What follows belongs to an exercise in optimizing a design on an open flow for small area; a production flow would make more cautious choices. The RTL was checked by simulation tests, not by an equivalence proof against the original design. No activity file was given, so power comes from the tool's default toggle rates.

the previous run:
Design matrixTpu, start of the top module:
module matrixTpu (
    input  logic                            clk,
    input  logic                            rst,
    input  logic [tpuPkg::WrReqWidth-1:0]   wrReq,     
    input  logic                            start,
    output logic                            busy,
    output logic [tpuPkg::ResultWidth-1:0]  result,    
    output logic                            done
);
    localparam int N  = 8;
    localparam int WW = 8;
    localparam int XW = 7;
    localparam int SW = 18;
    logic       wrEn;
    logic       wrSel;
    logic [5:0] wrAddr;
    logic [7:0] wrData;
    assign wrData = wrReq[7:0];
    assign wrAddr = wrReq[13:8];
    assign wrSel  = wrReq[14];
    assign wrEn   = wrReq[15];
    logic [4:0] phase;         
    logic       run;           
    logic       go;            
    logic [2:0] rowCnt;        
    logic       rowStart;
    logic       valid;
    assign valid    = run && go && rowStart;
    assign done     = valid && (rowCnt == 3'd7);
    assign busy     = run && !done;
    always_ff @(posedge clk or posedge rst) begin
        if (rst) begin
            phase    <= '0;
            rowStart <= 1'b1;
            run      <= 1'b0;
            go     <= 1'b0;
            rowCnt <= '0;
        end else begin
            phase    <= phase + 5'd1;
            rowStart <= (phase[1:0] == 2'd3);      
            if (start && !busy) begin
                run    <= 1'b1;
                go     <= 1'b0;
                rowCnt <= '0;
  ...
export LEC_CHECK = 0
export CAP_MARGIN = 10
export CORE_MARGIN = 2
export CORE_UTILIZATION = 60
export CTS_BUF_LIST = sky130_fd_sc_hd__clkbuf_8
export CTS_CLUSTER_DIAMETER = 60
export CTS_CLUSTER_SIZE = 16
export SLEW_MARGIN = 10
export SYNTH_HIERARCHICAL = 1
export SYNTH_MINIMUM_KEEP_SIZE = 0
create_clock -name core_clock -period 5.5 [get_ports {clk}]
standard.sh (not shown) runs the stock make flow with config.mk's settings and CLKGATE_MAP_FILE= SYNTH_SCRIPT=/design/flow/synth_recipe.tcl, a recipe that flattens the netlist after the stock synthesis.
==> flow/flow/run.sh <==
#!/bin/bash
# The standard layout (standard.sh) with three changes:
#  - synthesis maps with flow/abc.script (area mapping; buffering and sizing
#    are left to the layout's repair steps), see flow/synth_recipe_area.tcl;
#  - clock tree from clkbuf_8 in clusters of up to 16 sinks, no dummy loads;
#  - port buffers are buf_1.
# Each tool's full output is in the ORFS logs under orfs/logs/; make's
# output is in flow_make.log.
set -euo pipefail
export FLOW_ABC_SCRIPT=$PWD/flow/abc.script
bash standard.sh \
  SYNTH_SCRIPT=$PWD/flow/synth_recipe_area.tcl \
  "CTS_ARGS=-sink_clustering_enable -repair_clock_nets -buf_list sky130_fd_sc_hd__clkbuf_8 -sink_clustering_size 16 -sink_clustering_max_diameter 60 -dont_use_dummy_load" \
  "BUFFER_PORTS_ARGS=-buffer_cell sky130_fd_sc_hd__buf_1" \
  finish > flow_make.log 2>&1
==> flow/flow/abc.script <==
&get -n
&st
&dch
&nf
&st
&syn2
&if -g -K 6
&synch2
&nf
&st
&syn2
&if -g -K 6
&synch2
&nf
&st
&syn2
&if -g -K 6
&synch2
&nf
&put
topo
stime -c
==> flow/flow/synth_recipe_area.tcl <==
# The standard flow's synthesis (synth_recipe.tcl), with ABC run on a script that maps
# for area and leaves buffering and sizing to the layout's repair steps.
proc synth {args} { yosys synth -nofsm -noshare {*}$args }
proc abc {args} {
  set i [lsearch -exact $args -script]
  if { $i >= 0 } {
    set args [lreplace $args [expr {$i + 1}] [expr {$i + 1}] $::env(FLOW_ABC_SCRIPT)]
  }
  yosys abc {*}$args
}
source $::env(SCRIPTS_DIR)/synth.tcl
# left out here: clear keep_hierarchy, flatten, clean up, hide names made inside functions, write 1_2_yosys.v
The previous run closes out successfully: all stages finished, all timing, DRC and antenna checks passed.
Relative to the previous run, the following input files were edited for the current run:
--- a/flow/design.v
+++ b/flow/design.v
@@ -313,20 +313,22 @@
     pgCell pg7 (.a(fc104), .b(fs105), .g(g135), .p(p136));
     pgCell pg8 (.a(fc106), .b(fs107), .g(g137), .p(p138));
     pgCell pg9 (.a(fc108), .b(fs109), .g(g139), .p(p140));
     pgCell pg10 (.a(fc110), .b(fs111), .g(g141), .p(p142));
     pgCell pg11 (.a(fc112), .b(fs113), .g(g143), .p(p144));
     pgCell pg12 (.a(fc114), .b(fs115), .g(g145), .p(p146));
     pgCell pg13 (.a(fs117), .b(fc116), .g(g147), .p(p148));
     pgCell pg14 (.a(fs119), .b(fc118), .g(g149), .p(p150));
     pgCell pg15 (.a(nAccIn[15]), .b(fc120), .g(g151), .p(p152));
-    pgCell pg16 (.a(nAccIn[16]), .b(1'b1), .g(g153), .p(p154));
-    pgCell pg17 (.a(nAccIn[17]), .b(1'b1), .g(g155), .p(p156));
+    assign g153 = nAccIn[16];
+    assign p154 = ~nAccIn[16];
+    assign g155 = nAccIn[17];
+    assign p156 = ~nAccIn[17];
     bkCellG bkc (.g1(g129), .p1(p130), .g0(rc128), .g(G157));
     bkCellG bk1 (.g1(g131), .p1(p132), .g0(G157), .g(G158));
     bkCell bk2 (.g1(g135), .p1(p136), .g0(g133), .p0(p134), .g(G159), .p(P160));
     bkCell bk3 (.g1(g139), .p1(p140), .g0(g137), .p0(p138), .g(G161), .p(P162));
     bkCell bk4 (.g1(g143), .p1(p144), .g0(g141), .p0(p142), .g(G163), .p(P164));
     bkCell bk5 (.g1(g147), .p1(p148), .g0(g145), .p0(p146), .g(G165), .p(P166));
     bkCell bk6 (.g1(g151), .p1(p152), .g0(g149), .p0(p150), .g(G167), .p(P168));
     bkCell bk7 (.g1(g155), .p1(p156), .g0(g153), .p0(p154), .g(G169), .p(P170));
     bkCellG bk8 (.g1(G159), .p1(P160), .g0(G158), .g(G171));
--- outcome ---
- The current run vs the previous run — initial antenna violation count dropped 3.
- Power: the current run < the previous run
- The current run ends up with lower worst hold slack than the previous run does.
- Between the current run and the previous run, the area after synthesis does not differ in any meaningful way.
- [compare] base=the previous run new=the current run: final-layout clock buffer total fell by 4; initial cell density of the core stayed essentially flat.
- Looking at the previous run and the current run, the number of standard cells in the layout, taps in and fillers out is a wash.

re-timing with driven ports:
Ports are ideal in the flow. The routed layouts listed here were re-timed in OpenROAD.
Step 1 assumes that a clkbuf_16 drives the clock port and a buf_2 every other input.
Step 2 adds t to the input delays and takes it off the output delays; t is the mean of the earliest and latest rising clock arrival at the registers after step 1. Input paths then give back, and output paths get back, about the clock's delay inside the block.
a / b / c = ideal ports / drivers / drivers and shift; a / b = the first two.
run	shift t [ns]	setup slack, ns	hold slack, ns
the previous run	0.820	0.390 / 0.390 / 0.228	0.344 / 0.305 / 0.358
the current run	0.822	0.394 / 0.394 / 0.166	0.320 / 0.277 / 0.343
After both steps setup and hold are still met in every run listed. For the current run, which loses most, drivers alone change the setup slack by 0.000 ns; drivers and shift together by -0.228 ns.
